This design comes from an exercise in tuning for small area, a short achievable clock period and few clock cycles on the open sky130 flow, not from production work.
In this exercise RTL edits were held to simulation tests only and were not proved equivalent to the original.

==> flow/design.v <==
package sjpe_pkg;
    localparam int MAX_DEGREE_DEF = 63;
    localparam int MAX_ORDER_DEF  = 15;
    localparam int K_W    = 5;     
    localparam int N_W    = 7;     
    localparam int X_W    = 32;
    localparam int V_W    = 64;
    localparam int M_W    = 128;
    localparam int MULT_W = 16;
    localparam logic [2:0] OP_VALUE   = 3'd0;
    localparam logic [2:0] OP_DERIV   = 3'd1;
    localparam logic [2:0] OP_WEIGHT  = 3'd2;
    localparam logic [2:0] OP_WDERIV  = 3'd3;
    localparam logic [2:0] OP_WDERIV2 = 3'd4;
    localparam logic [1:0] FIN_NONE   = 2'd0;
    localparam logic [1:0] FIN_SCALE  = 2'd1;
    localparam logic [1:0] FIN_WEIGHT = 2'd2;
    localparam logic [1:0] FIN_ZERO   = 2'd3;
    localparam logic [2:0] MS_C1X = 3'd0;
    localparam logic [2:0] MS_MA  = 3'd1;
    localparam logic [2:0] MS_MB  = 3'd2;
    localparam logic [2:0] MS_XX  = 3'd3;
    localparam logic [2:0] MS_FIN = 3'd4;
    typedef struct packed {
        logic signed [X_W-1:0] x;
        logic [K_W-1:0]        k;
        logic [N_W-1:0]        n;
        logic [1:0]            fin;
        logic                  negate;
        logic                  halve;
        logic [MULT_W-1:0]     mult;
        logic                  ns;
    } job_t;
    typedef struct packed {
        logic       init;
        logic       mul_start;
        logic [2:0] msel;
        logic       keep_t;
        logic       keep_ma;
        logic       combine;
        logic       div_start;
        logic       fin_rnd;
        logic       step;
        logic       load_w;
        logic       fin_res;
        logic       out_load;
    } cmd_t;
    typedef struct packed {
        logic mul_done;
        logic div_done;
        logic more;
        logic out_free;
    } stat_t;
endpackage
module symmetric_jacobi_poly_eval
(
    input  logic               clk,
    input  logic               rst_n,
    input  logic               in_valid,
    output logic               in_stall,
    input  logic [2:0]         operation,
    input  logic [5:0]         degree,
    input  logic signed [31:0] x_value,
    output logic               out_valid,
    input  logic               out_stall,
    output logic signed [63:0] result_value,
    output logic               saturated,
    output logic               not_supported,
    input  logic               psel,
    input  logic               penable,
    input  logic               pwrite,
    input  logic [2:0]         paddr,
    input  logic [31:0]        pwdata,
    output logic [31:0]        prdata,
    output logic               pready
);
    localparam int R  = 8;           
    localparam int ND = 64 / R;      
    localparam int NX = 32 / R;      
    localparam logic [2:0] S_IDLE = 3'd0;
    localparam logic [2:0] S_WARM = 3'd1;
    localparam logic [2:0] S_PASS = 3'd2;
    localparam logic [2:0] S_MLST = 3'd3;    
    localparam logic [2:0] S_COMB = 3'd4;    
    localparam logic [2:0] S_FIN1 = 3'd5;    
    localparam logic [2:0] S_FIN  = 3'd6;    
    localparam logic [1:0] M_REC = 2'd0;    
    localparam logic [1:0] M_FIN = 2'd1;    
    localparam logic [1:0] M_X2  = 2'd2;    
    logic [3:0] order_reg;
    logic [3:0] prd_reg;
    assign pready = 1'b1;
    always_ff @(posedge clk or negedge rst_n)
    begin
        if (!rst_n)
            order_reg <= 4'd0;
        else if (psel && penable && pwrite && (paddr[2] == 1'b0))
            order_reg <= pwdata[3:0];
    end
    always_ff @(posedge clk)
    begin
        if (psel && !penable)
            prd_reg <= paddr[2] ? 4'd0 : order_reg;
    end
    assign prdata = {28'b0, prd_reg};
    logic [2:0]   state;
    logic [3:0]   cnt;          
    logic         x2act;        
    logic [1:0]   xcnt;
    logic         wload;        
    logic         dv;           
    logic         dfirst;
    logic [1:0]   dmode;
    logic [R-1:0] dig_a;
    logic [21:0]  tb_r;         
    logic [31:0]  x_r;
    logic         xsign;
    wire  [31:0]  xabs = x_r;   
    logic [4:0]   kq;           
    logic [6:0]   nq;           
    logic         f_zero, f_weight, f_halve, f_neg, f_ns;
    logic [12:0]  mult;
    logic [61:0]  c1x;          
    logic [37:0]  xj;           
    logic [12:0]  c2;           
    logic [6:0]   jj;
    logic [12:0]  dnext;        
    logic [6:0]   ii;
    logic [12:0]  ddiv;         
    logic [14:0]  ddiv3;        
    logic [15:0]  ddiv5, ddiv7;  
    logic [12:0]  rem;
    logic [63:0]  dvd;
    logic         ovf;          
    logic         dneg;         
    logic [63:0]  pmag;         
    logic         psign;
    logic         cur_na;       
    logic         psub;
    logic [1:0]   pmode;
    logic         psrc_div;
    logic         pconst;       
    logic         sat_r;
    logic         wsign;
    logic [127:0] acc;
    logic         qhi;          
    logic         fneg;
    logic         ov_r;
    logic [63:0]  res_r;
    logic         sat_o, ns_o;
    wire take_ok = (state == S_IDLE) || ((state == S_FIN) && !ov_r);
    assign in_stall      = !take_ok;
    assign out_valid     = ov_r;
    assign result_value  = res_r;
    assign saturated     = sat_o;
    assign not_supported = ns_o;
    wire accept   = in_valid && take_ok;
    wire x2busy   = x2act || wload || (dv && dmode == M_X2);
    wire out_free = !ov_r || !out_stall;
    function automatic logic [127:0] bk_add(input logic [127:0] a, input logic [127:0] b,
                                            input logic cin);
        logic [127:0] g, p, gg, pp;
        g  = a & b;
        p  = a ^ b;
        gg = {g[127:1], g[0] | (p[0] & cin)};
        pp = p;
        for (int l = 0; l < 7; l++)
            for (int i = 0; i < 128; i++)
                if (((i + 1) % (2 << l)) == 0)
                begin
                    gg[i] = gg[i] | (pp[i] & gg[i - (1 << l)]);
                    pp[i] = pp[i] & pp[i - (1 << l)];
                end
        for (int l = 5; l >= 0; l--)
            for (int i = 0; i < 128; i++)
                if ((((i + 1) % (2 << l)) == (1 << l)) && (i >= (2 << l)))
                begin
                    gg[i] = gg[i] | (pp[i] & gg[i - (1 << l)]);
                    pp[i] = pp[i] & pp[i - (1 << l)];
                end
        bk_add = p ^ {gg[126:0], cin};
    endfunction
    function automatic logic [255:0] csa(input logic [127:0] a, input logic [127:0] b,
                                         input logic [127:0] c);
        logic [127:0] sm, cy;
        sm  = a ^ b ^ c;
        cy  = (a & b) | (a & c) | (b & c);
        csa = {cy[126:0], 1'b0, sm};
    endfunction
    logic [4:0]  kq_c;
    logic [6:0]  nq_c;
    logic        zero_c, weight_c, halve_c, neg_c, ns_c;
    logic [12:0] mult_c;
    always_comb
    begin
        kq_c     = {1'b0, order_reg};
        nq_c     = {1'b0, degree};
        zero_c   = 1'b0;
        weight_c = 1'b0;
        halve_c  = 1'b0;
        neg_c    = 1'b0;
        ns_c     = 1'b0;
        mult_c   = 13'd1;
        case (operation)
            3'd0: ;
            3'd1, 3'd3:
            begin
                if (operation == 3'd1 || order_reg == 4'd0)
                begin
                    kq_c    = {1'b0, order_reg} + 5'd1;
                    nq_c    = {1'b0, degree} - 7'd1;
                    zero_c  = (degree == 6'd0);
                    halve_c = 1'b1;
                    mult_c  = 13'(degree) + 13'({order_reg, 1'b0}) + 13'd1;
                end
                else
                begin
                    kq_c   = {1'b0, order_reg} - 5'd1;
                    nq_c   = {1'b0, degree} + 7'd1;
                    neg_c  = 1'b1;
                    mult_c = 13'({degree + 7'd1, 1'b0});
                end
            end
            3'd2:
                weight_c = 1'b1;
            3'd4:
            begin
                if (order_reg == 4'd0)
                begin
                    zero_c = 1'b1;
                    ns_c   = 1'b1;
                end
                else
                begin
                    neg_c  = 1'b1;
                    mult_c = (13'(degree) + 13'd1) * (13'(degree) + 13'({order_reg, 1'b0}));
                end
            end
            default:
                zero_c = 1'b1;
        endcase
    end
    function automatic logic [15:0] r8step(input logic [12:0] rm, input logic [2:0] bits,
                                           input logic [12:0] d, input logic [14:0] d3,
                                           input logic [15:0] d5, input logic [15:0] d7);
        logic [15:0] r8;
        logic [16:0] sb [1:7];
        logic [7:1]  ge;
        logic [2:0]  q;
        logic [12:0] r;
        r8 = {rm, bits};
        sb[1] = {1'b0, r8} - {4'b0, d};
        sb[2] = {1'b0, r8} - {3'b0, d, 1'b0};
        sb[3] = {1'b0, r8} - {2'b0, d3};
        sb[4] = {1'b0, r8} - {2'b0, d, 2'b0};
        sb[5] = {1'b0, r8} - {1'b0, d5};
        sb[6] = {1'b0, r8} - {1'b0, d3, 1'b0};
        sb[7] = {1'b0, r8} - {1'b0, d7};
        for (int m = 1; m <= 7; m++)
            ge[m] = !sb[m][16];
        q = 3'd0;
        r = r8[12:0];
        for (int m = 1; m <= 7; m++)
            if (ge[m])
            begin
                q = 3'(m);
                r = sb[m][12:0];
            end
        r8step = {q, r};
    endfunction
    logic [12:0]  dv_rem;
    logic [R-1:0] dv_q;
    logic [14:0]  dv_r4;
    logic [15:0]  dv_s1, dv_s2, dv_s3;
    always_comb
    begin
        {dv_q[7:5], dv_rem} = r8step(rem, dvd[63:61], ddiv, ddiv3, ddiv5, ddiv7);
        {dv_q[4:2], dv_rem} = r8step(dv_rem, dvd[60:58], ddiv, ddiv3, ddiv5, ddiv7);
        dv_r4 = {dv_rem, dvd[57:56]};
        dv_s1 = {1'b0, dv_r4} - {3'b0, ddiv};
        dv_s2 = {1'b0, dv_r4} - {2'b0, ddiv, 1'b0};
        dv_s3 = {1'b0, dv_r4} - {1'b0, ddiv3};
        if (!dv_s3[15])
        begin
            dv_q[1:0] = 2'd3;
            dv_rem = dv_s3[12:0];
        end
        else if (!dv_s2[15])
        begin
            dv_q[1:0] = 2'd2;
            dv_rem = dv_s2[12:0];
        end
        else if (!dv_s1[15])
        begin
            dv_q[1:0] = 2'd1;
            dv_rem = dv_s1[12:0];
        end
        else
        begin
            dv_q[1:0] = 2'd0;
            dv_rem = dv_r4[12:0];
        end
    end
    logic [R-1:0] ovf_dig;
    always_comb
    begin
        if (cnt == 4'd0)
            ovf_dig = dneg ? {1'b1, {(R-1){1'b0}}} : {1'b0, {(R-1){1'b1}}};
        else
            ovf_dig = dneg ? {R{1'b0}} : {R{1'b1}};
    end
    logic [63:0]  p0_sh;
    logic [R-1:0] p0_dig;
    always_comb
    begin
        p0_sh  = 64'h0000_0000_4000_0000 << (R * cnt);
        p0_dig = p0_sh[63:64-R];
    end
    always_comb
    begin
        b_dig  = pconst ? p0_dig : pmag[63:64-R];
        b_prod = c2 * b_dig;
        if (pmode != M_REC)
            b_term = 22'd0;
        else if (psub)
            b_term = ~{1'b0, b_prod} + 22'd1;
        else
            b_term = {1'b0, b_prod};
    end
    logic [R-1:0] div_dig;
    assign div_dig = ovf ? ovf_dig : dv_q;
    logic [61:0]  coef_a;
    logic [R-1:0] b_dig;
    logic [20:0]  b_prod;
    logic [21:0]  b_term;
    logic [127:0] term_b;
    logic [127:0] acc_nx;
    logic [127:0] rows [0:R+1];
    logic [127:0] l1s [0:2];
    logic [127:0] l1c [0:2];
    logic [127:0] l2s [0:1];
    logic [127:0] l2c [0:1];
    logic [127:0] l3s, l3c, l4s, l4c, l5s, l5c;
    always_comb
    begin
        coef_a = c1x;
        term_b = {{76{tb_r[21]}}, tb_r, 30'b0};
        for (int t = 0; t < R; t++)
            rows[t] = dig_a[t] ? (128'(coef_a) << t) : 128'd0;
        rows[R]     = dfirst ? 128'd0 : {acc[127-R:0], {R{1'b0}}};
        rows[R + 1] = term_b;
        {l1c[0], l1s[0]} = csa(rows[0], rows[1], rows[2]);
        {l1c[1], l1s[1]} = csa(rows[3], rows[4], rows[5]);
        {l1c[2], l1s[2]} = csa(rows[6], rows[7], rows[8]);
        {l2c[0], l2s[0]} = csa(l1s[0], l1c[0], l1s[1]);
        {l2c[1], l2s[1]} = csa(l1c[1], l1s[2], l1c[2]);
        {l3c, l3s}       = csa(l2s[0], l2c[0], l2s[1]);
        {l4c, l4s}       = csa(l3s, l3c, l2c[1]);
        {l5c, l5s}       = csa(l4s, l4c, rows[9]);
        acc_nx = bk_add(l5s, l5c, 1'b0);
    end
    logic         cb_s;
    logic [127:0] cb_t;
    logic [97:0]  cb_T;
    logic         cb_ovf, cb_sat, cb_neg;
    function automatic logic [1:0] comb_chk(input logic [97:0] t, input logic neg,
                                            input logic [12:0] d);
        logic [34:0] th;
        logic        ov, st;
        th = t[97:63];
        ov = (|th[34:13]) || (th[12:0] >= d);
        if (neg)
            st = (|th[34:13]) || (th[12:0] > d)
              || ((th[12:0] == d) && ((|t[62:13]) || (t[12:0] >= d)));
        else
            st = ov;
        comb_chk = {ov, st};
    endfunction
    always_comb
    begin
        cb_s   = acc[127];
        cb_t   = bk_add(acc ^ {128{cb_s}}, {86'b0, dnext, 29'b0}, cb_s);
        cb_T   = cb_t[127:30];
        cb_neg = cur_na ^ cb_s;
        {cb_ovf, cb_sat} = comb_chk(cb_T, cb_neg, dnext);
    end
    logic [127:0] fn_sum;
    logic [79:0]  fn_q;
    logic [63:0]  fn_lim, fn_mag, fn_val;
    logic [127:0] fn_neg;
    logic         fn_over;
    always_comb
    begin
        fn_sum = bk_add(f_weight ? {59'b0, acc[127:59]} : {47'b0, acc[80:0]}, 128'd0, 1'b1);
        fn_q   = (f_weight || f_halve) ? fn_sum[80:1] : acc[79:0];
        fn_lim  = fneg ? 64'h8000_0000_0000_0000 : 64'h7fff_ffff_ffff_ffff;
        fn_over = qhi || (dvd[63] && (!fneg || (|dvd[62:0])));
        fn_mag  = fn_over ? fn_lim : dvd;
        fn_neg  = bk_add({64'b0, ~fn_mag}, 128'd0, 1'b1);
        fn_val  = fneg ? fn_neg[63:0] : fn_mag;
    end
    logic         w_gt;
    logic [63:0]  w_dif;
    logic [127:0] w_neg;
    always_comb
    begin
        w_gt  = (|acc[63:61]) || (acc[60] && (|acc[59:0]));
        w_dif = {acc[63:60] - 4'd1, acc[59:0]};
        w_neg = bk_add({64'b0, ~w_dif}, 128'd0, 1'b1);
    end
    logic [127:0] x_neg, c1x_a, xj_a, u1s, u1c, u2s, u2c;
    logic [31:0]  xin_abs;
    logic         warm_last, dbl, j0;
    assign warm_last = (jj == 7'(kq) + 7'd1);
    assign dbl       = (state == S_WARM) && !warm_last;
    assign xin_abs   = x_value[31] ? x_neg[31:0] : x_value;
    assign j0        = !kq_c[0];       
    always_comb
    begin
        {u1c, u1s} = csa({82'b0, c1x[45:0]},
                         dbl ? {87'b0, xj, 3'b0} : {88'b0, xj, 2'b0},
                         dbl ? {94'b0, xabs, 2'b0} : {96'b0, xabs});
        {u2c, u2s} = csa(u1s, u1c, dbl ? {95'b0, xabs, 1'b0} : 128'd0);
        c1x_a = bk_add(u2s, u2c, 1'b0);
        xj_a  = bk_add({90'b0, xj}, dbl ? {95'b0, xabs, 1'b0} : {96'b0, xabs}, 1'b0);
        x_neg = bk_add({96'b0, ~x_value}, 128'd0, 1'b1);
    end
    always_ff @(posedge clk or negedge rst_n)
    begin
        if (!rst_n)
        begin
            state <= S_IDLE;
            x2act <= 1'b0;
            wload <= 1'b0;
            dv    <= 1'b0;
            ov_r  <= 1'b0;
        end
        else
        begin
            dv    <= 1'b0;
            wload <= dv && (dmode == M_X2) && !x2act;
            if (out_free)
                ov_r <= 1'b0;
            if (x2act)
            begin
                dv <= 1'b1;
                if (xcnt == 2'(NX - 1))
                    x2act <= 1'b0;
            end
            case (state)
                S_IDLE:
                    if (accept)
                        state <= zero_c ? S_FIN : S_WARM;
                S_WARM:
                    if (warm_last)
                    begin
                        state <= S_PASS;
                        if (nq < 7'd2 && f_weight)
                            x2act <= 1'b1;
                    end
                S_PASS:
                begin
                    if (x2busy)
                        ;
                    else
                    begin
                        dv <= 1'b1;
                        if (cnt == 4'(ND - 1))
                            state <= S_MLST;
                    end
                end
                S_MLST:
                    state <= (pmode == M_REC) ? S_COMB : S_FIN1;
                S_FIN1:
                    state <= S_FIN;
                S_COMB:
                begin
                    state <= S_PASS;
                    if (ii == nq && f_weight)
                        x2act <= 1'b1;
                end
                S_FIN:
                    if (out_free)
                    begin
                        ov_r <= 1'b1;
                        if (accept)
                            state <= zero_c ? S_FIN : S_WARM;
                        else
                            state <= S_IDLE;
                    end
                default:
                    state <= S_IDLE;
            endcase
        end
    end
    always_ff @(posedge clk)
    begin
        if (accept)
        begin
            kq       <= kq_c;
            nq       <= nq_c;
            f_zero   <= zero_c;
            f_weight <= weight_c;
            f_halve  <= halve_c;
            f_neg    <= neg_c;
            f_ns     <= ns_c;
            mult     <= mult_c;
            xsign    <= x_value[31];
            x_r      <= xin_abs;
            c1x      <= j0 ? 62'(xin_abs) : 62'd0;
            xj       <= j0 ? 38'(xin_abs) : 38'd0;
            c2       <= '0;
            jj       <= {6'b0, j0};
            dnext    <= {6'b0, kq_c, 2'b0} + 13'd4;
            ii       <= 7'd2;
            pmag     <= 64'h0000_0000_4000_0000;
            psign    <= 1'b0;
            sat_r    <= 1'b0;
            cnt      <= 4'd0;
        end
        if (!x2act)
            xcnt <= 2'd0;
        if (x2act)
        begin
            xcnt   <= xcnt + 2'd1;
            dig_a  <= xabs[31 - R * xcnt -: R];
            dfirst <= (xcnt == 2'd0);
            dmode  <= M_X2;
            tb_r   <= 22'd0;
        end
        acc <= acc_nx;
        if (wload)
        begin
            wsign <= w_gt;
            c1x   <= w_gt ? w_dif[61:0] : w_neg[61:0];
        end
        case (state)
            S_WARM:
            begin
                if (warm_last && nq < 7'd2)
                    c1x <= f_weight ? 62'(xabs) : 62'(mult);
                else
                    c1x <= 62'(c1x_a[45:0]);
                xj  <= xj_a[37:0];
                c2  <= dbl ? (c2 + {4'b0, jj, 2'b0} + 13'd2) : (c2 + {5'b0, jj, 1'b0});
                jj  <= dbl ? (jj + 7'd2) : (jj + 7'd1);
                if (warm_last && nq != 7'd0)
                begin
                    pmag  <= 64'(xj);
                    psign <= xsign;
                end
                cur_na   <= 1'b0;
                psub     <= 1'b1;
                pconst   <= 1'b1;
                psrc_div <= 1'b0;
                pmode    <= (nq >= 7'd2) ? M_REC : M_FIN;
            end
            S_PASS:
            begin
                if (!x2busy)
                begin
                    cnt    <= (cnt == 4'(ND - 1)) ? 4'd0 : cnt + 4'd1;
                    dfirst <= (cnt == 4'd0);
                    dmode  <= pmode;
                    tb_r   <= b_term;
                    if (psrc_div)
                    begin
                        dig_a <= div_dig;
                        pmag  <= {pmag[63-R:0], div_dig};
                        rem   <= dv_rem;
                        dvd   <= {dvd[63-R:0], {R{1'b0}}};
                        if (cnt == 4'(ND - 1))
                            psign <= dneg;
                    end
                    else
                    begin
                        dig_a <= pmag[63:64-R];
                        pmag  <= {pmag[63-R:0], pmag[63:64-R]};
                    end
                end
            end
            S_COMB:
            begin
                rem      <= cb_T[76:64];
                dvd      <= cb_T[63:0];
                ddiv     <= dnext;
                ddiv3    <= {2'b0, dnext} + {1'b0, dnext, 1'b0};
                ddiv5    <= {3'b0, dnext} + {1'b0, dnext, 2'b0};
                ddiv7    <= {dnext, 3'b0} - {3'b0, dnext};
                ovf      <= cb_ovf;
                dneg     <= cb_neg;
                sat_r    <= sat_r | cb_sat;
                cur_na   <= xsign ^ cb_neg;
                psub     <= (xsign ^ cb_neg) != !psign;
                pconst   <= 1'b0;
                psrc_div <= 1'b1;
                pmode    <= (ii == nq) ? M_FIN : M_REC;
                dnext    <= dnext + {5'b0, ii, 1'b0} + {7'b0, kq, 1'b0} + 13'd1;
                ii       <= ii + 7'd1;
                if (ii == nq)
                    c1x  <= f_weight ? 62'(xabs) : 62'(mult);
                else
                    c1x  <= 62'(c1x_a[45:0]);
                xj       <= xj_a[37:0];
                c2       <= c2 + {5'b0, jj, 1'b0};
                jj       <= jj + 7'd1;
            end
            S_FIN1:
            begin
                dvd  <= fn_q[63:0];
                qhi  <= |fn_q[79:64];
                fneg <= f_weight ? (psign ^ wsign) : (psign ^ f_neg);
            end
            S_FIN:
            begin
                if (out_free)
                begin
                    res_r <= f_zero ? 64'd0 : fn_val;
                    sat_o <= f_zero ? 1'b0 : (sat_r | fn_over);
                    ns_o  <= f_zero ? f_ns : 1'b0;
                end
            end
            default: ;
        endcase
    end
endmodule
==> flow/flow/run.sh <==
#!/bin/bash
set -euo pipefail
MARGIN_NS=8
sed -e "s/ SETUP_SLACK_MARGIN=[0-9.]*//" \
    -e "s/CLKGATE_MAP_FILE= /CLKGATE_MAP_FILE= SETUP_SLACK_MARGIN=${MARGIN_NS} /" \
    standard.sh > standard_margin.sh
grep -q "SETUP_SLACK_MARGIN=${MARGIN_NS}" standard_margin.sh
bash standard_margin.sh > flow_make.log 2>&1
==> flow/standard.sh <==
#!/bin/bash
# synth_recipe.tcl (not shown) runs the flow's synth.tcl, then flattens the netlist and writes it again
# the make line also repeats each setting of config.mk as NAME=value (left out here)
make -C /OpenROAD-flow-scripts/flow DESIGN_CONFIG=/design/flow/config.mk WORK_HOME=/design/flow/orfs CLKGATE_MAP_FILE= SYNTH_SCRIPT=/design/flow/synth_recipe.tcl "${@:-finish}"
==> flow/config.mk <==
export PLATFORM = sky130hd
export DESIGN_NAME = symmetric_jacobi_poly_eval
export DESIGN_NICKNAME = symmetric_jacobi_poly_eval
export VERILOG_FILES = /design/flow/design.v
export SDC_FILE = /design/flow/constraint.sdc
export NUM_CORES = 4
export LEC_CHECK = 0
export ABC_CLOCK_PERIOD_IN_PS = 15000
export CAP_MARGIN = 20
export CORE_MARGIN = 2
export CORE_UTILIZATION = 40
export SETUP_SLACK_MARGIN = 5
export SLEW_MARGIN = 20
==> flow/constraint.sdc <==
create_clock -name core_clock -period 16.0 [get_ports {clk}]
set_input_delay 3.2000 -clock core_clock [delete_from_list [all_inputs] [get_ports {clk}]]
set_output_delay 3.2000 -clock core_clock [all_outputs]
set_load 0.01 [all_outputs]
==> qor.yml, run 1 <==
run_status: "timing/DRC/antenna clean"
grt_setup_unrepaired: "yes"
track_usage_pct: 27.3
die_x_um: 461
top_usage_layer: "met2"
min_path_type: "reg -> reg"
hold_buffers: 0
worst_pin_slew_ps: 1220
syn_to_final_growth_pct: 16.8
yosys_warnings: 8
core.rowCount: 167
antenna_found_initial: 17
slew_headroom_pct: 18.0
cts.sinks: 659
viasPerCell: 5.65
vias: 72346
clock_latency_ps: 750
setup_viol: 0
ys_types: 112
clkTransAtPathRegs_ps: 60
drv_slew: 0
async_reset_ff_share_pct: 1.67
crit_start: "ddiv5[1]"
grt_first_pass_wirelength_mm: 442
synth_area_per_cell_sq_um: 8.74
synth_top_area_share_pct: 17.9
synth.area.top_cells: "fa_1 18%, edfxtp_1 15%, ha_1 13%, inv_1 5.7%, dfxtp_1 5.6%"
r2r_slack_ps: 7310
routedWlPerCell_um: 23.3
max_freq_mhz: 115
hpwl_mm: 221
core_area_sq_um: 207000
crit_fanout: 5
reg2reg_to: "pmag[1]"
drtPass1Iterations: 13
worstSetupPathType: "reg -> reg"
drive_gt1_share_pct: 12.3
finalCritPeriodShare_pct: 54.3
root_buffer: "clkbuf_16"
synth_area_sq_um: 83600
overflow: 0
crit_end: "pmag[1]"
fp.dieH_um: 461
hp-start: "dmode[0]"
portBuffers: 124
final_cell_mix: "1238 x inv_1, 960 x nand2_1, 843 x ha_1"
fin_crit_ps: 8690
grt_util_met1_pct: 35.9
synth_top_cell_by_area: "fa_1"
met3_usage_pct: 3.90
rr_worst_depth: 43
cp_slowest_cell: "edfxtp_1"
ys_ff_latch: 659
final_nets: 11662
cts-buffers-inserted: 82
htreeDepth: 3
ioPinCount: 184
tritoncts: "done"
clock_path_buffers: 3
finClkSkew_ps: 55.4
place_ws_ps: 4760
drtIter0Drc: 6971
fp.dieArea_sq_um: 213000
layout_commonest_cell: "inv_1"
fin_setup_tns_ps: 0
critical_path_arrival_ps: 9300
largest_reg_flops: 128
final_antenna_net_count: 0
hold_depth: 1
fin_ws_ps: 7310
cp_common_cell: "buf_6"
worstPathRequired_ps: 16620
initial_core_util_pct: 40.3
drc: 0
grt_pass1_vias: 72242
grt_max_degree: 112
grtUsageMet2_pct: 44.1
hold_viol_final: 0
syn_inst: 9573
ys.flop_type: "edfxtp_1"
drv_cap: 0
synth_edf_count: 416
gp_congestion: 0.987
crit_path_end_kind: "register"
drt-total-wl_mm: 299
start_kind: "register"
critPathMaxStageDelay_ps: 520
largest-register: "acc"
r2r-start: "ddiv5[1]"
seq_area_frac_synth_pct: 20.8
final cells by class:
cell class	count	area [sq um]
repair buffers	658	6360
inverters	1268	4830
diodes	9	22.5
clock inverters	43	454
clock buffers	110	2460
fillers	19690	110000
multi-input cells	7263	62600
flip-flops and latches	659	17500
well taps	2788	3490
timing repair:
item | 4_1_cts | 5_1_grt
setup endpoints to repair | 89 | 37
setup buffers | 250 | 128
pin swaps | 141 | 142
gates cloned | 8 | 11
resized for setup | 391 | 214
metrics by stage:
| stage | std cells | hold WS (ps) | instance area, sq um | util, % |
|---|---|---|---|---|
| detailed placement | 12239 | 442 | 88200 | 42.5 |
| global placement | 12238 | 432 | 88100 | 42.5 |
| floorplan | 9600 | 412 | 84000 | - |
| finish | 12798 | 457 | 97700 | 47.1 |
| global route | 12789 | 469 | 97700 | 47.1 |
| CTS | 12650 | 453 | 95300 | 45.9 |
cells by family (layout without fill, tap and decap cells):
kind of cell / count (synthesis) / count (layout) / synth area share (%)
DFF: 659 / 659 / 20.8
other: 2 / 38 / 0.00898
xor gates and xnor gates: 596 / 596 / 6.24
AOI/OAI and AO/OA: 2009 / 2010 / 15.6
buffers and inverters: 1679 / 2079 / 7.72
adders and majority gates: 1647 / 1647 / 31.3
and+or+nand+nor: 2862 / 2862 / 16.8
muxes: 119 / 119 / 1.50
Yosys cell counts (all sizes together) (25+ instances only):
master,instances
a211oi,103
nor4,69
ha,901
clkbuf,310
a22o,51
a222oi,42
a21boi,25
xnor2,338
xor2,258
nand3,117
and3,46
a21o,178
inv,1265
a31oi,54
fa,746
a21oi,450
dfxtp,232
o31ai,29
edfxtp,416
nor2b,179
mux2,53
buf,101
nor3,118
o22ai,45
or3,68
o21a,95
nand2b,117
and2,410
o211ai,36
nand2,982
nor2,583
o21ai,589
o21bai,67
nand4,60
mux2i,66
critical path, delay by kind of cell (launching register included):
family | cells | cell delay [ps]
DFF | 1 | 520
AOI/OAI and AO/OA | 23 | 4540
adders and majority gates | 3 | 880
muxes | 1 | 200
and+or+nand+nor | 5 | 890
buffers and inverters | 11 | 1530
per-layer routing:
| layer | wire length [um] | vias to the layer above |
|---|---|---|
| met5 | 67 | - |
| met1 | 124000 | 35822 |
| li1 | - | 33110 |
| met2 | 136000 | 2800 |
| met3 | 22300 | 610 |
| met4 | 16900 | 4 |
worst min path at each step:
stage	to	slack, ps
3_5_place_dp	wload	440
5_1_grt	wload	470
2_1_floorplan	wload	410
6_report	wload	460
4_1_cts	wload	450
3_3_place_gp	wload	430
Testbench counts, summed over its fixed seeds: cycles 100,054.
==> inputs of run 2 (changes only) <==
--- a/flow/config.mk
+++ b/flow/config.mk
@@ -8,6 +8,6 @@
 export ABC_CLOCK_PERIOD_IN_PS = 15000
 export CAP_MARGIN = 20
 export CORE_MARGIN = 2
-export CORE_UTILIZATION = 40
+export CORE_UTILIZATION = 55
 export SETUP_SLACK_MARGIN = 5
 export SLEW_MARGIN = 20
==> run 2 against run 1 <==
Flip-flop and latch count stayed put. Non-clock buffer count is 84 lower. Clock skew is 14 ps lower. Global-route usage is 9.6 points higher. Critical path depth is 1 lower. Synthesized cell count stayed put. Sequential share of layout area is 0.47 points higher. Critical path type unchanged. Largest cell class unchanged.
==> qor.yml, run 2 <==
clock_path_buffers: 3  # unchanged
hold_viol_final: 0  # unchanged
ys.flop_type: "edfxtp_1"
critPathBufInv: 10  # -1
worstSetupPathType: "reg -> reg"
min_path_type: "reg -> reg"
drt-total-wl_mm: 291  # -2.7%
layout_commonest_cell: "inv_1"
final_nets: 11582  # -0.69%
placedCellCount: 11494  # -6.1%
fp.dieArea_sq_um: 155000  # -27%
drc: 0  # unchanged
root_buffer: "clkbuf_16"
ff_latch_area_sq_um: 17400  # -0.25%
multi_input_area_sq_um: 62200  # -0.69%
cts-buffers-inserted: 85  # +3.7%
gp_congestion: 1.00  # +1.8%
syn_inst: 9573  # unchanged
worst_pin_slew_ps: 1100  # -124 ps
cp_top_family: "compound AO/OA/AOI/OAI gates"
core_area_sq_um: 152000  # -27%
portBuffers: 124  # unchanged
cp_slowest_cell: "edfxtp_1"
hold_buffers: 0  # unchanged
critPathMaxStageDelay_ps: 500  # -20 ps
start_kind: "register"
drive_gt1_share_pct: 10.9  # -1.4 points
htreeDepth: 3  # unchanged
initial_core_util_pct: 55.2  # +15 points
die_x_um: 394  # -15%
core.rowCount: 143  # -14%
synth_area_sq_um: 83600  # unchanged
vias: 71876  # -0.65%
clkTransAtPathRegs_ps: 70  # about the same
fin_hold_ws_ps: 445  # -11.7 ps
antenna_found_initial: 7  # -10
fp.dieH_um: 394  # -15%
stdcell_count: 11956  # -6.6%
cts.sinks: 659  # unchanged
viasPerCell: 6.01  # +6.3%
grt_first_pass_wirelength_mm: 437  # -1.1%
fin_ws_ps: 7160  # -151 ps
max_freq_mhz: 113  # -1.7%
place_ws_ps: 4880  # +125 ps
synth.area.top_cells: "fa_1 18%, edfxtp_1 15%, ha_1 13%, inv_1 5.7%, dfxtp_1 5.6%"
ioPinCount: 184  # unchanged
grt_pass1_vias: 71891  # -0.49%
slew_headroom_pct: 26.0  # +8.0 points
placed_cell_area_sq_um: 87300  # -0.97%
run_status: "timing/DRC/antenna clean"
drtPass1Iterations: 9  # -4
clock_latency_ps: 710  # -40 ps
drtIter0Drc: 6494  # -6.8%
worstPathRequired_ps: 16410  # -210 ps
largest-register: "acc"
fin_setup_tns_ps: 0  # unchanged
fin_crit_ps: 8840  # +151 ps
crit_fanout: 5  # unchanged
cp_common_cell: "buf_6"
tritoncts: "done"
routedWlPerCell_um: 24.3  # +4.2%
final_antenna_net_count: 0  # unchanged
largest_reg_flops: 128  # unchanged
grt_setup_unrepaired: "yes"
grt_max_degree: 142  # +27%
drv_slew: 0  # unchanged
critical_path_arrival_ps: 9250  # -50 ps
synth_edf_count: 416  # unchanged
setup_viol: 0  # unchanged
seq_area_frac_synth_pct: 20.8  # unchanged
synth_area_per_cell_sq_um: 8.74  # unchanged
synth_top_area_share_pct: 17.9  # unchanged
syn_to_final_growth_pct: 13.5
overflow: 0  # unchanged
yosys_warnings: 8  # unchanged
ys_types: 112  # unchanged
final_cell_mix: "1243 x inv_1, 964 x nand2_1, 860 x ha_1"
final.fill_count: 13204  # -33%
finalCritPeriodShare_pct: 55.2  # +0.94 points
track_usage_pct: 36.9  # +9.6 points
hpwl_mm: 224  # +1.3%
crit_path_end_kind: "register"
drv_cap: 0  # unchanged
synth_top_cell_by_area: "fa_1"
yosysMostFrequentCell: "inv_1"
async_reset_ff_share_pct: 1.67  # unchanged
post-route-util_pct: 62.7  # +16 points
finClkSkew_ps: 41.4  # -14.1 ps
ys_ff_latch: 659  # unchanged
synthTopCellsByCount: "1262 x inv_1, 978 x nand2_1, 901 x ha_1"
design_area_sq_um: 95000  # -2.8%
==> run 2: cell types whose count changed in the layout (fill, tap and decap cells not counted), sizes merged <==
cell | before | now
buf | 524 | 448
clkbuf | 124 | 113
bufinv | 6 | 4
clkinv | 28 | 29
diode | 9 | 3
dlygate4sd2 | 0 | 2
dlymetal6s2s | 5 | 2
clkinvlp | 24 | 17
clkdlybuf4s50 | 113 | 112
clkdlybuf4s15 | 0 | 3
inv | 1253 | 1268
mux2i | 66 | 67
==> run 2: final timing paths <==
kind | startpoint | to | slack [ps] | cells past startpoint
worst min-delay path | dmode[1] | wload | 450 | 2
worst min register to register | dmode[1] | wload | 450 | 2
min in group asynchronous | rst_n | x2act | 2970 | 1
worst max register to register | ddiv5[1] | rem[10] | 7160 | 42
worst max-delay path | ddiv5[1] | rem[10] | 7160 | 42
max in group asynchronous | rst_n | state[0] | 12400 | 1
==> run 2: cell families (layout without fill, tap and decap cells) <==
kind of cell / count (synthesis) / in the layout / share of synthesized area (%)
xor+xnor: 596 / 596 / 6.24
simple gates: 2862 / 2862 / 16.8
other cells: 2 / 32 / 0.00898
buf+inv: 1679 / 2000 / 7.72
mux: 119 / 120 / 1.50
fa+ha+maj: 1647 / 1647 / 31.3
flops: 659 / 659 / 20.8
compound gates: 2009 / 2010 / 15.6
==> run 2: per-layer routing <==
metal | vias up | track usage [%] | wire length (um) | share of wire (%)
met4 | 2 | 20.9 | 19600 | 6.7
met1 | 35283 | 47.5 | 117000 | 40
li1 | 32955 | - | - | -
met5 | - | 0 | 13 | 0.0045
met2 | 2877 | 58.6 | 131000 | 45
met3 | 759 | 6.73 | 23000 | 7.9
==> run 2: worst min-delay path, stage by stage, from the launching register on <==
cell     delay (ps)
dfxtp_1         310
nand2_1          70
nor3_1           50
==> run 2: cell type report <==
cell class                      count  area share (%)
Timing Repair Buffer              574            5.37
Clock buffer                      108            2.55
Inverter                         1268            5.07
Antenna cell                        3         0.00791
Clock inverter                     50           0.485
Tap cell                         2030            2.67
Sequential cell                   659            18.4
Multi-Input combinational cell   7264            65.5
==> run 2: repair_timing <==
| action | in CTS | in global routing |
|---|---|---|
| resized for setup | 355 | 144 |
| endpoints found under the setup margin | 86 | 50 |
| buffers inserted | 183 | 109 |
| pin swaps | 122 | 121 |
| cloned | 5 | 3 |
==> inputs of run 3 (changes only) <==
--- a/flow/config.mk
+++ b/flow/config.mk
@@ -9,5 +9,6 @@
 export CAP_MARGIN = 20
 export CORE_MARGIN = 2
 export CORE_UTILIZATION = 55
+export PLACE_DENSITY = 0.75
 export SETUP_SLACK_MARGIN = 5
 export SLEW_MARGIN = 20
==> run 3 against run 2 <==
Global-route usage is 0.25 points lower. Maximum frequency is 0.17% lower. Non-clock buffer count is 12 higher. Area after synthesis stayed put. Clock skew is 2.3 ps lower. Synthesized cell count stayed put. Hold slack better by 9.6 ps. Die area stayed put. Cell count hardly changed. Critical endpoint is now rem[8].
==> qor.yml, run 3 <==
run_status: "timing/DRC/antenna clean"
worstPathRequired_ps: 16550  # +140 ps
overflow: 0  # unchanged
largest_reg_flops: 128  # unchanged
viasPerCell: 6.21  # +3.3%
clock_path_buffers: 3  # unchanged
synth_top_family_by_area: "adder cells"
fin_hold_ws_ps: 455  # +9.61 ps
slew_headroom_pct: 18.6  # -7.4 points
crit_path_end_kind: "register"
yosys_warnings: 8  # unchanged
antenna_found_initial: 10  # +3
ys_ff_latch: 659  # unchanged
routedWlPerCell_um: 24.4  # +0.43%
critPathMaxStageDelay_ps: 500  # about the same
gp_congestion: 1.05  # +4.5%
rr_worst_depth: 45  # +7.1%
synth.area.top_cells: "fa_1 18%, edfxtp_1 15%, ha_1 13%, inv_1 5.7%, dfxtp_1 5.6%"
hp-start: "dmode[0]"
crit_fanout: 8  # +3
drive_gt1_share_pct: 10.9  # +0.060 points
worstSetupPathType: "reg -> reg"
ys.flop_type: "edfxtp_1"
async_reset_ff_share_pct: 1.67  # unchanged
initial_core_util_pct: 55.2  # unchanged
drtIter0Drc: 7156  # +10%
synth_area_sq_um: 83600  # unchanged
drc: 0  # unchanged
hold_depth: 1  # -1
clkTransAtPathRegs_ps: 60  # about the same
clock_latency_ps: 720  # about the same
final_cell_mix: "1242 x inv_1, 960 x nand2_1, 856 x ha_1"
hold_end: "wload"
r2r_slack_ps: 7150  # -20 ps
drtPass1Iterations: 10  # +1
synth_fa_ha_area_share_pct: 31.3  # unchanged
hold_viol_final: 0  # unchanged
r2r-start: "ddiv5[1]"
critical_path_arrival_ps: 9400  # +150 ps
hpwl_mm: 217  # -3.3%
drt-total-wl_mm: 292  # +0.44%
synth_top_cell_by_area: "fa_1"
synth-compound-area-share_pct: 15.6  # unchanged
yosysMostFrequentCell: "inv_1"
hold_buffers: 0  # unchanged
track_usage_pct: 36.7  # -0.25 points
syn_to_final_growth_pct: 13.7
die_x_um: 394  # unchanged
min_path_type: "reg -> reg"
finalCritPeriodShare_pct: 55.3  # +0.096 points
cts.sinks: 659  # unchanged
portBuffers: 124  # unchanged
yosys.area_share.simple_pct: 16.8  # unchanged
fp.dieH_um: 394  # unchanged
final_nets: 11587  # +0.043%
synth_xor_area_share_pct: 6.24  # unchanged
htreeDepth: 3  # unchanged
vias: 74235  # +3.3%
syn_inst: 9573  # unchanged
cts-buffers-inserted: 79  # -7.1%
tritoncts: "done"
core_area_sq_um: 152000  # unchanged
reg2reg_to: "rem[8]"
design_area_sq_um: 95100  # +0.16%
setup_viol: 0  # unchanged
synth_area_per_cell_sq_um: 8.74  # unchanged
start_kind: "register"
worst_pin_slew_ps: 1210  # +113 ps
cp_slowest_cell: "edfxtp_1"
grt_setup_unrepaired: "yes"
layout_commonest_cell: "inv_1"
ys_types: 112  # unchanged
synth_edf_count: 416  # unchanged
finClkSkew_ps: 39.1  # -2.27 ps
fin_setup_tns_ps: 0  # unchanged
drv_cap: 0  # unchanged
largest-register: "acc"
yosys-mux-area-fraction_pct: 1.50  # unchanged
core.rowCount: 143  # unchanged
grt_first_pass_wirelength_mm: 437  # about the same
root_buffer: "clkbuf_16"
placed_cell_area_sq_um: 87200  # -0.13%
synth_top_area_share_pct: 17.9  # unchanged
drv_slew: 0  # unchanged
ioPinCount: 184  # unchanged
synthTopCellsByCount: "1262 x inv_1, 978 x nand2_1, 901 x ha_1"
final_antenna_net_count: 0  # unchanged
fin_crit_ps: 8850  # +15.4 ps
max_freq_mhz: 113  # -0.17%
grt_max_degree: 126  # -11%
grt_pass1_vias: 74112  # +3.1%
fp.dieArea_sq_um: 155000  # unchanged
seq_area_frac_synth_pct: 20.8  # unchanged
-- run 3: routing by layer --
layer	wire length (um)	vias to the layer above	global-route usage (%)
met4	22700	6	24.4
met5	39	-	0
met3	29600	1062	7.78
li1	-	32976	-
met1	109000	36117	45.4
met2	130000	4074	57.9
-- run 3: stage by stage --
step	utilization, %	instances	worst slack [ps]
floorplan	-	9600	7980
global placement	57.5	11480	5070
detailed placement	57.5	11480	5010
CTS	61.8	11865	7610
global route	62.8	11954	6890
finish	62.8	11957	7150
-- run 3: cells by family after synthesis --
kind of cell | count (synthesis)
flops | 659
simple gates | 2862
xor+xnor | 596
compound gates | 2009
other cells | 2
fa+ha+maj | 1647
mux | 119
buf+inv | 1679
-- run 3: what timing repair did --
item / 4_1_cts / 5_1_grt
setup endpoints to repair: 110 / 38
pin swaps: 153 / 105
gates cloned: 9 / 2
resized for setup: 401 / 143
buffers inserted: 229 / 86
-- run 3: final cells by class --
class	instances	area (sq um)
fill	12439	56400
clock buffer	112	2270
clock inverter	35	355
timing repair buffer	586	5430
antenna	4	10.0
sequential	659	17500
tap	2030	2540
multi-input combinational	7263	62200
inverter	1268	4820
-- run 3: worst max-delay path by stage --
stage,slack (ps),from,cells past startpoint,end
after floorplan,7980,ddiv5[1],39,rem[9]
after global placement,5070,ddiv5[1],36,rem[10]
final,7150,ddiv5[1],45,rem[8]
after CTS,7610,ddiv5[1],39,rem[0]
after global routing,6890,ddiv[4],41,rem[12]
after detailed placement,5010,ddiv5[1],35,dig_a[1]
-- run 3: worst max-delay path: cells and delay by family, from the launching register on --
kind                     cells  cell delay (ps)
buffers and inverters       12             1850
multiplexers                 2              430
AND/OR/NAND/NOR              4              640
flip-flops                   1              500
AO/OA/AOI/OAI               24             4340
adder cells (fa/ha/maj)      3              910
==> inputs of run 4 (changes only) <==
--- a/flow/design.v
+++ b/flow/design.v
@@ -105,6 +105,7 @@
     assign prdata = {28'b0, prd_reg};
     logic [2:0]   state;
     logic [3:0]   cnt;          
+    logic [3:0]   pstart;       
     logic         x2act;        
     logic [1:0]   xcnt;
     logic         wload;        
@@ -384,6 +385,40 @@
         cb_neg = cur_na ^ cb_s;
         {cb_ovf, cb_sat} = comb_chk(cb_T, cb_neg, dnext);
     end
+    logic [2:0]   sk;
+    logic [3:0]   sk_l;            
+    logic [127:0] sk_x;            
+    logic [15:0]  sk_b;            
+    logic [16:0]  sk_s;            
+    logic [103:35] sk_z;           
+    logic [7:1]   sk_a, sk_p;
+    always_comb
+    begin
+        sk_x = acc ^ {128{acc[127]}};
+        for (int j = 0; j < 16; j++)
+            sk_b[j] = |sk_x[8 * j +: 8];
+        sk_s[16] = 1'b0;
+        for (int j = 15; j >= 0; j--)
+            sk_s[j] = sk_s[j + 1] | sk_b[j];
+        for (int k = 35; k <= 103; k++)
+            sk_z[k] = !(sk_s[(k >> 3) + 1] | (|(sk_x[8 * (k >> 3) +: 8] >> (k & 7))));
+        sk_l = 4'd0;
+        for (int b = 0; b < 13; b++)
+            if (dnext[b])
+                sk_l = 4'(b);
+        for (int t = 1; t <= 7; t++)
+        begin
+            sk_a[t] = 1'b0;
+            for (int l = 0; l < 13; l++)
+                if (sk_l == 4'(l))
+                    sk_a[t] = sk_z[91 + l - 8 * t];
+            sk_p[t] = (ii == nq) || ((pmag >> (64 - 8 * t)) == 64'd0);
+        end
+        sk = 3'd0;
+        for (int t = 1; t <= 7; t++)
+            if (sk_a[t] && sk_p[t])
+                sk = 3'(t);
+    end
     logic [127:0] fn_sum;
     logic [79:0]  fn_q;
     logic [63:0]  fn_lim, fn_mag, fn_val;
@@ -517,6 +552,7 @@
             psign    <= 1'b0;
             sat_r    <= 1'b0;
             cnt      <= 4'd0;
+            pstart   <= 4'd0;
         end
         if (!x2act)
             xcnt <= 2'd0;
@@ -560,7 +596,7 @@
                 if (!x2busy)
                 begin
                     cnt    <= (cnt == 4'(ND - 1)) ? 4'd0 : cnt + 4'd1;
-                    dfirst <= (cnt == 4'd0);
+                    dfirst <= (cnt == pstart);
                     dmode  <= pmode;
                     tb_r   <= b_term;
                     if (psrc_div)
@@ -581,8 +617,10 @@
             end
             S_COMB:
             begin
-                rem      <= cb_T[76:64];
-                dvd      <= cb_T[63:0];
+                {rem, dvd} <= cb_T[76:0] << (R * sk);
+                pmag     <= pmag << (R * sk);
+                cnt      <= {1'b0, sk};
+                pstart   <= {1'b0, sk};
                 ddiv     <= dnext;
                 ddiv3    <= {2'b0, dnext} + {1'b0, dnext, 1'b0};
                 ddiv5    <= {3'b0, dnext} + {1'b0, dnext, 2'b0};
==> run 4 against run 3 <==
Synthesized cell count up 9.9%. Utilization down 0.76 points. Die area up 7.5%. Register-to-register slack worse by 660 ps. Still clean. Clock-buffer cell count down 10. First-iteration DRC count up 43%. Area after synthesis up 7.6%.
==> qor.yml, run 4 <==
drv_slew: 0  # unchanged
yosys_warnings: 8  # unchanged
worst_pin_slew_ps: 1240  # +31.2 ps
htreeDepth: 3  # unchanged
final.fill_count: 13733  # +10%
finClkSkew_ps: 39.3  # +0.259 ps
gp_congestion: 1.09  # +4.1%
fp.dieH_um: 408  # +3.7%
root_buffer: "clkbuf_16"
yosysMostFrequentCell: "inv_1"
clock_path_buffers: 3  # unchanged
run_status: "timing/DRC/antenna clean"
antenna_found_initial: 12  # +2
cts-buffers-inserted: 81  # +2.5%
synthTopCellsByCount: "1261 x inv_1, 1089 x nand2_1, 903 x ha_1"
synth.area.top_cells: "fa_1 17%, edfxtp_1 14%, ha_1 13%, inv_1 5.3%, dfxtp_1 5.2%"
clock_latency_ps: 730  # about the same
worstPathRequired_ps: 16420  # -130 ps
grt_first_pass_wirelength_mm: 507  # +16%
slew_headroom_pct: 17.1  # -1.6 points
routedWlPerCell_um: 26.5  # +8.4%
fin_crit_ps: 9510  # +659 ps
viasPerCell: 6.44  # +3.8%
cp_common_cell: "o21ai_4"
synth_edf_count: 419  # +0.72%
fin_setup_tns_ps: 0  # unchanged
core.rowCount: 148  # +3.5%
grt_setup_unrepaired: "yes"
cts.sinks: 662  # +0.46%
layout_commonest_cell: "inv_1"
initial_core_util_pct: 55.3  # +0.15 points
drv_cap: 0  # unchanged
min_path_type: "reg -> reg"
hpwl_mm: 258  # +19%
largest_reg_flops: 128  # unchanged
critical_path_arrival_ps: 9930  # +530 ps
drtPass1Iterations: 14  # +4
final_cell_mix: "1228 x inv_1, 1075 x nand2_1, 881 x ha_1"
crit_fanout: 7  # -1
hold_buffers: 0  # unchanged
drtIter0Drc: 10230  # +43%
finalCritPeriodShare_pct: 59.5  # +4.1 points
synth_area_per_cell_sq_um: 8.55  # -2.2%
crit_path_end_kind: "register"
syn_to_final_growth_pct: 12.0
hold_viol_final: 0  # unchanged
clkTransAtPathRegs_ps: 70  # about the same
ioPinCount: 184  # unchanged
ys_ff_latch: 662  # +0.46%
max_freq_mhz: 105  # -6.9%
seq_area_frac_synth_pct: 19.5  # -1.4 points
grt_pass1_vias: 81771  # +10%
fin_hold_ws_ps: 432  # -22.7 ps
final_antenna_net_count: 0  # unchanged
overflow: 0  # unchanged
ff_latch_area_sq_um: 17600  # +0.54%
drt-total-wl_mm: 344  # +18%
synth_top_cell_by_area: "fa_1"
multi_input_area_sq_um: 67400  # +8.4%
cp_slowest_cell: "or4_4"
start_kind: "register"
vias: 83628  # +13%
largest-register: "acc"
worstSetupPathType: "reg -> reg"
track_usage_pct: 40.0  # +3.3 points
synth_top_area_share_pct: 16.6  # -1.3 points
r2r_slack_ps: 6490  # -660 ps
critPathMaxStageDelay_ps: 600  # +100 ps
synth_area_sq_um: 90000  # +7.6%
drc: 0  # unchanged
tritoncts: "done"
ys.flop_type: "edfxtp_1"
async_reset_ff_share_pct: 1.66  # -0.0076 points
die_x_um: 408  # +3.7%
drive_gt1_share_pct: 10.4  # -0.54 points
setup_viol: 0  # unchanged
ys_types: 126  # +13%
grt_max_degree: 149  # +18%
core_area_sq_um: 163000  # +7.3%
fp.dieArea_sq_um: 167000  # +7.5%
final_nets: 12462  # +7.6%
syn_inst: 10525  # +9.9%
portBuffers: 124  # unchanged
==> run 4: cell types whose count changed after synthesis, sizes merged, moves of 25 or more <==
cell | previous run | this run
a21oi | 450 | 599
nor3 | 118 | 143
a221o | 24 | 53
o22ai | 45 | 86
o21ai | 589 | 559
nand2 | 982 | 1090
o221ai | 11 | 36
mux2i | 66 | 204
and2 | 410 | 437
buf | 101 | 146
o211ai | 36 | 70
a221oi | 10 | 67
clkbuf | 310 | 372
nor2 | 583 | 662
==> run 4: worst max-delay path: cells and delay by family, from the launching register on <==
kind                       cells  cell delay (ps)
AOI/OAI and AO/OA             21             4250
adders and majority gates      3              980
buffers and inverters          1              240
DFF                            1              560
muxes                          3              970
and+or+nand+nor                9             2180
==> run 4: timing repair <==
item,in CTS,in global routing
cloned,4,3
setup endpoints to repair,104,46
buffers inserted,149,160
pin swaps,65,104
resized for setup,226,206
==> run 4: metrics by stage <==
stage                     cell area (sq um)  util (%)  cells  worst slack (ps)
after floorplan                       90300         -  10552              6670
after detailed placement              93500      57.5  12504              3920
after global routing                 101000      62.0  12974              6430
after CTS                             98500      60.6  12808              6690
after global placement                93500      57.5  12504              3890
final                                101000      62.0  12980              6490
==> run 4: final cells by class <==
type	count	share of cell area, %
clock inverters	49	0.555
multi-input cells	8103	66.9
flip-flops and latches	662	17.4
repair buffers	613	5.42
diodes	7	0.0174
clock buffers	102	2.16
inverters	1269	4.83
well taps	2175	2.70
==> run 4: final timing paths <==
check / cells after the start / startpoint / end
setup / recovery: 37 / ddiv5[1] / rem[11]
hold / removal: 1 / dmode[0] / wload
setup reg to reg: 37 / ddiv5[1] / rem[11]
hold reg to reg: 1 / dmode[0] / wload
max in group asynchronous: 1 / rst_n / dv
min in group asynchronous: 1 / rst_n / state[0]
==> run 4: routing by layer <==
metal  vias to the layer above  share of wire [%]  wire length [um]  global-route usage [%]
met5                         -              0.027                93                       0
li1                      36609                  -                 -                       -
met3                      1222                 12             40700                    9.86
met1                     40620                 37            127000                    50.4
met4                        12                8.1             27800                    26.6
met2                      5165                 43            148000                    60.9
==> run 4: logic make-up (layout without fill, tap and decap cells) <==
logic type | after synthesis | count (layout) | share of synthesized area (%)
DFF | 662 | 662 | 19.5
adders and majority gates | 1649 | 1649 | 29.2
buffers and inverters | 1787 | 2033 | 7.76
AOI/OAI and AO/OA | 2320 | 2320 | 16.9
other | 2 | 36 | 0.00835
muxes | 280 | 280 | 3.23
xor gates and xnor gates | 608 | 608 | 5.92
and+or+nand+nor | 3217 | 3217 | 17.6
Testbench counts of run 4, summed over its fixed seeds: cycles 75,254.
==> inputs of run 5 (changes only) <==
--- a/flow/design.v
+++ b/flow/design.v
@@ -580,11 +580,14 @@
                 xj  <= xj_a[37:0];
                 c2  <= dbl ? (c2 + {4'b0, jj, 2'b0} + 13'd2) : (c2 + {5'b0, jj, 1'b0});
                 jj  <= dbl ? (jj + 7'd2) : (jj + 7'd1);
-                if (warm_last && nq != 7'd0)
+                if (warm_last)
                 begin
-                    pmag  <= 64'(xj);
-                    psign <= xsign;
+                    pmag   <= (nq != 7'd0) ? {2'b0, xj, 24'b0} : {pmag[39:0], 24'b0};
+                    cnt    <= 4'd3;
+                    pstart <= 4'd3;
                 end
+                if (warm_last && nq != 7'd0)
+                    psign <= xsign;
                 cur_na   <= 1'b0;
                 psub     <= 1'b1;
                 pconst   <= 1'b1;
==> run 5 against run 4 <==
Die area about the same. Clock-buffer cell count down 4. Largest cell class unchanged.
==> qor.yml, run 5 <==
drv_cap: 0  # unchanged
grt_pass1_vias: 81536  # -0.29%
fp.dieH_um: 408  # about the same
ys_types: 112  # -11%
setup_viol: 0  # unchanged
root_buffer: "clkbuf_16"
core_area_sq_um: 163000  # unchanged
die_x_um: 408  # about the same
synth_xor_area_share_pct: 6.31  # +0.39 points
yosysMostFrequentCell: "nand2_1"
syn_to_final_growth_pct: 12.3
max_freq_mhz: 111  # +5.7%
start_kind: "register"
cts.sinks: 663  # +0.15%
crit_start: "ddiv5[1]"
ys.flop_type: "edfxtp_1"
tritoncts: "done"
drc: 0  # unchanged
hpwl_mm: 266  # +3.1%
synth_top_family_by_area: "adder cells"
fin_ws_ps: 7000  # +511 ps
synth_area_per_cell_sq_um: 8.52  # -0.34%
htreeDepth: 3  # unchanged
track_usage_pct: 41.7  # +1.7 points
seq_area_frac_synth_pct: 19.4  # about the same
core.rowCount: 148  # unchanged
fp.dieArea_sq_um: 167000  # about the same
hp-start: "pstart[0]"
clock_latency_ps: 730  # about the same
ioPinCount: 184  # unchanged
synth_area_sq_um: 90000  # about the same
hold_buffers: 0  # unchanged
largest_reg_flops: 128  # unchanged
synth-compound-area-share_pct: 16.3  # -0.59 points
crit_fanout: 9  # +2
place_ws_ps: 4450  # +534 ps
finalCritPeriodShare_pct: 56.3  # -3.2 points
yosys-mux-area-fraction_pct: 3.19  # -0.039 points
hold_viol_final: 0  # unchanged
run_status: "timing/DRC/antenna clean"
finClkSkew_ps: 53.1  # +13.8 ps
synth_fa_ha_area_share_pct: 29.2  # about the same
critPathMaxStageDelay_ps: 540  # -60 ps
slew_headroom_pct: 14.6  # -2.5 points
antenna_found_initial: 20  # +8
syn_inst: 10560  # +0.33%
worstSetupPathType: "reg -> reg"
synth.area.top_cells: "fa_1 17%, edfxtp_1 14%, ha_1 13%, dfxtp_1 5.3%, nand2_1 5.1%"
drv_slew: 0  # unchanged
drtPass1Iterations: 7  # -7
gp_congestion: 1.06  # -2.5%
fin_setup_tns_ps: 0  # unchanged
synth_top_area_share_pct: 16.6  # about the same
largest-register: "acc"
stdcell_count: 12964  # -0.12%
synth_edf_count: 416  # -0.72%
routedWlPerCell_um: 27.5  # +3.9%
overflow: 0  # unchanged
placed_cell_area_sq_um: 93500  # about the same
drtIter0Drc: 9179  # -10%
worstPathRequired_ps: 16410  # about the same
drive_gt1_share_pct: 10.4  # +0.016 points
portBuffers: 124  # unchanged
placedCellCount: 12521  # +0.14%
grt_first_pass_wirelength_mm: 523  # +3.1%
fin_crit_ps: 9000  # -511 ps
cp_slowest_cell: "o41a_1"
grt_setup_unrepaired: "yes"
layout_commonest_cell: "nand2_1"
ys_ff_latch: 663  # +0.15%
worst_pin_slew_ps: 1270  # +29.5 ps
async_reset_ff_share_pct: 1.66  # -0.0025 points
critical_path_arrival_ps: 9410  # -520 ps
initial_core_util_pct: 55.3  # about the same
r2r-start: "ddiv5[1]"
synth_top_cell_by_area: "fa_1"
final_antenna_net_count: 0  # unchanged
yosys.area_share.simple_pct: 18.0  # +0.39 points
clock_path_buffers: 3  # unchanged
synthTopCellsByCount: "1215 x nand2_1, 1214 x inv_1, 904 x ha_1"
viasPerCell: 6.41  # -0.44%
drt-total-wl_mm: 357  # +3.8%
grt_max_degree: 133  # -11%
fin_hold_ws_ps: 460  # +27.8 ps
final_nets: 12445  # -0.14%
clkTransAtPathRegs_ps: 60  # about the same
post-route-util_pct: 62.1  # +0.16 points
final_cell_mix: "1199 x nand2_1, 1179 x inv_1, 874 x ha_1"
min_path_type: "reg -> reg"
design_area_sq_um: 101000  # +0.25%
yosys_warnings: 8  # unchanged
vias: 83159  # -0.56%
crit_path_end_kind: "register"
cts-buffers-inserted: 83  # +2.5%
[run 5: cell count changes in the layout (fill, tap and decap cells not counted), sizes merged, moves of 15 or more]
cell	before	now
nand2	1090	1216
inv	1242	1196
xnor2	352	398
o21ai	559	514
a21oi	599	555
buf	485	445
mux2i	204	169
a22oi	24	58
a221oi	67	36
o22ai	86	60
nor3	143	167
nand3	137	159
and2	437	417
nor2	662	677
[run 5: area by class of cell]
class / instances / area, sq um
multi-input combinational: 8166 / 67900
tap: 2175 / 2720
inverter: 1221 / 4700
clock buffer: 98 / 2220
timing repair buffer: 577 / 5440
antenna: 8 / 20.0
clock inverter: 56 / 542
sequential: 663 / 17500
fill: 13972 / 61500
[run 5: kinds of logic (layout without fill, tap and decap cells)]
logic type,after synthesis,count (layout)
other,2,37
XOR/XNOR,648,648
flip-flops,663,663
AO/OA/AOI/OAI,2224,2225
adder cells (fa/ha/maj),1650,1650
AND/OR/NAND/NOR,3349,3350
buffers and inverters,1760,1952
multiplexers,264,264
[run 5: critical path: cells and delay by family (launching register included)]
| kind | cells | cell delay (ps) |
|---|---|---|
| simple gates | 7 | 1100 |
| buf+inv | 9 | 1360 |
| compound gates | 22 | 4480 |
| fa+ha+maj | 3 | 970 |
| flops | 1 | 510 |
| mux | 1 | 290 |
[run 5: worst paths after layout]
kind	to	slack [ps]	depth (start not counted)
worst min register to register	pstart[0]	460	2
worst max register to register	rem[5]	7000	42
max in group asynchronous	state[1]	12450	1
worst min-delay path	pstart[0]	460	2
worst max-delay path	rem[5]	7000	42
min in group asynchronous	x2act	2950	1
[run 5: repair_timing]
item | in CTS | in global routing
buffers inserted | 186 | 80
cloned | 11 | 3
pin swaps | 109 | 99
endpoints found under the hold margin | 0 | 0
setup endpoints to repair | 142 | 65
gates resized for setup | 312 | 138
[run 5: metal layers]
metal,global-route usage (%),vias to the layer above,share of wire (%)
li1,-,36465,-
met1,52.2,40661,37
met2,64.3,4815,44
met3,10.0,1210,11
met4,27.2,8,8.0
met5,0,-,0.015
Testbench counts of run 5, summed over its fixed seeds: cycles 74,330.
==> inputs of run 6 (changes only) <==
--- a/flow/flow/run.sh
+++ b/flow/flow/run.sh
@@ -1,6 +1,6 @@
 #!/bin/bash
 set -euo pipefail
-MARGIN_NS=8
+MARGIN_NS=7
 sed -e "s/ SETUP_SLACK_MARGIN=[0-9.]*//" \
     -e "s/CLKGATE_MAP_FILE= /CLKGATE_MAP_FILE= SETUP_SLACK_MARGIN=${MARGIN_NS} /" \
     standard.sh > standard_margin.sh
==> run 6 against run 5 <==
Die area is the same. Highest routed layer unchanged. Synthesized cell count is the same. Hold slack gained 3.7 ps. Utilization shrank 0.62 points. Maximum frequency grew 0.19%.
==> qor.yml, run 6 <==
run_status: "timing/DRC/antenna clean"
worstPathRequired_ps: 16500  # +90 ps
setup_viol: 0  # unchanged
ys_types: 112  # unchanged
grt_max_degree: 177  # +33%
core_area_sq_um: 163000  # unchanged
worstSetupPathType: "reg -> reg"
htreeDepth: 3  # unchanged
syn_to_final_growth_pct: 11.2
async_reset_ff_share_pct: 1.66  # unchanged
ioPinCount: 184  # unchanged
critical_path_arrival_ps: 9480  # +70 ps
cts-buffers-inserted: 82  # -1.2%
synth_area_sq_um: 90000  # unchanged
finalCritPeriodShare_pct: 56.2  # -0.11 points
fp.dieH_um: 408  # unchanged
initial_core_util_pct: 55.3  # unchanged
cp_top_family: "compound AO/OA/AOI/OAI gates"
gp_congestion: 1.09  # +2.1%
drtPass1Iterations: 10  # +3
critPathMaxStageDelay_ps: 490  # -50 ps
drv_slew: 0  # unchanged
seq_area_frac_synth_pct: 19.4  # unchanged
r2r_slack_ps: 7020  # +20 ps
synthTopCellsByCount: "1215 x nand2_1, 1214 x inv_1, 904 x ha_1"
synth_edf_count: 416  # unchanged
final_cell_mix: "1208 x nand2_1, 1183 x inv_1, 878 x ha_1"
drv_cap: 0  # unchanged
die_x_um: 408  # unchanged
largest-register: "acc"
max_freq_mhz: 111  # +0.19%
r2r-start: "ddiv5[1]"
syn_inst: 10560  # unchanged
reg2reg_to: "rem[6]"
antenna_found_initial: 17  # -15%
slew_headroom_pct: 14.7  # +0.14 points
yosys_warnings: 8  # unchanged
start_kind: "register"
rr_worst_depth: 42  # unchanged
drtIter0Drc: 9300  # +1.3%
cp_slowest_cell: "edfxtp_1"
largest_reg_flops: 128  # unchanged
tritoncts: "done"
hold_end: "pstart[0]"
clock_path_buffers: 3  # unchanged
fin_setup_tns_ps: 0  # unchanged
hold_viol_final: 0  # unchanged
final_antenna_net_count: 0  # unchanged
routedWlPerCell_um: 26.6  # -3.4%
hp-start: "pstart[0]"
synth_area_per_cell_sq_um: 8.52  # unchanged
grt_setup_unrepaired: "yes"
drive_gt1_share_pct: 9.43  # -0.97 points
critPathBufInv: 7  # -2
crit_fanout: 12  # +3
core.rowCount: 148  # unchanged
fp.dieArea_sq_um: 167000  # unchanged
synth_top_area_share_pct: 16.6  # unchanged
grt_first_pass_wirelength_mm: 507  # -2.9%
cts.sinks: 663  # unchanged
crit_start: "ddiv5[1]"
hold_depth: 2  # unchanged
drt-total-wl_mm: 343  # -3.7%
clkTransAtPathRegs_ps: 70  # about the same
layout_commonest_cell: "nand2_1"
-- run 6: cell count changes in the layout (fill, tap and decap cells not counted), sizes merged, moves of 2 or more --
cell,before,now
buf,445,418
clkdlybuf4s50,117,123
clkinv,41,28
dlymetal6s2s,2,0
inv,1196,1203
clkinvlp,33,31
diode,8,5
-- run 6: what timing repair did --
item / 4_1_cts / 5_1_grt
gates cloned: 4 / 3
resized for setup: 211 / 171
pin swaps: 64 / 76
setup buffers: 126 / 112
hold buffers: 0 / 0
endpoints found under the setup margin: 42 / 29
-- run 6: per-layer routing --
metal,routed length [um],vias to the layer above,part of all wire [%],track usage (%)
met2,149000,4623,43,61.9
li1,-,36452,-,-
met5,145,-,0.042,0
met4,26800,22,7.8,25.0
met3,38600,1168,11,10.4
met1,129000,39978,37,50.0
-- run 6: how the worst max path moves through the flow --
stage,to,cells after the start
6_report,rem[6],42
5_1_grt,rem[10],42
4_1_cts,rem[8],39
3_5_place_dp,rem[8],37
3_3_place_gp,rem[11],37
2_1_floorplan,sat_r,45
-- run 6: final cells by class --
type | count | area [sq um]
diodes | 5 | 12.5
clock buffers | 104 | 2260
clock inverters | 48 | 518
fillers | 14038 | 62500
inverters | 1221 | 4690
multi-input cells | 8165 | 67300
flip-flops and latches | 663 | 17500
well taps | 2175 | 2720
repair buffers | 545 | 4960
-- run 6: per-stage QoR --
| step | instance area [sq um] | setup WS (ps) | instances | util [%] | hold WS [ps] |
|---|---|---|---|---|---|
| 6_report | 100000 | 7020 | 12926 | 61.5 | 463 |
| 4_1_cts | 98200 | 6990 | 12806 | 60.4 | 465 |
| 3_3_place_gp | 93400 | 3810 | 12524 | 57.4 | 444 |
| 5_1_grt | 100000 | 6850 | 12922 | 61.5 | 492 |
| 3_5_place_dp | 93400 | 3750 | 12524 | 57.4 | 457 |
| 2_1_floorplan | 90100 | 7010 | 10587 | - | 432 |
-- run 6: tightest hold or removal path, cell delays in order, from the launching register on --
cell and delay (ps):
dfxtp_1 320, nand2_1 50, nand2_1 50
-- run 6: logic make-up after synthesis --
| family | after synthesis | synth area share [%] |
|---|---|---|
| buffers and inverters | 1760 | 7.60 |
| other | 2 | 0.00835 |
| xor gates and xnor gates | 648 | 6.31 |
| AOI/OAI and AO/OA | 2224 | 16.3 |
| muxes | 264 | 3.19 |
| DFF | 663 | 19.4 |
| and+or+nand+nor | 3349 | 18.0 |
| adders and majority gates | 1650 | 29.2 |

## what the ideal ports hide
Ports are ideal in the flow. The routed layouts listed here were re-timed in OpenROAD. Step 1 assumes that a clkbuf_16 drives the clock port and a buf_2 every other input. Step 2 adds t to the input delays and takes it off the output delays; t is the mean of the earliest and latest rising clock arrival at the registers after step 1. Input paths then give back, and output paths get back, about the clock's delay inside the block. a / b / c = no drivers / after step 1 / after step 2; a / b = the first two.
run	t, ns	setup slack, ns	pins driven straight from the clock port
run 1	0.814	7.312 / 7.312 / 7.312	1
run 2	0.780	7.162 / 7.162 / 7.162	1
run 3	0.791	7.146 / 7.146 / 7.146	1
run 4	0.801	6.488 / 6.488 / 6.488	1
run 5	0.796	6.998 / 6.998 / 6.998	1
run 6	0.810	7.016 / 7.016 / 6.715	1
After both steps every run listed still meets setup and hold. For run 6, which loses most, drivers alone change the setup slack by 0.000 ns; drivers and shift together by -0.301 ns.
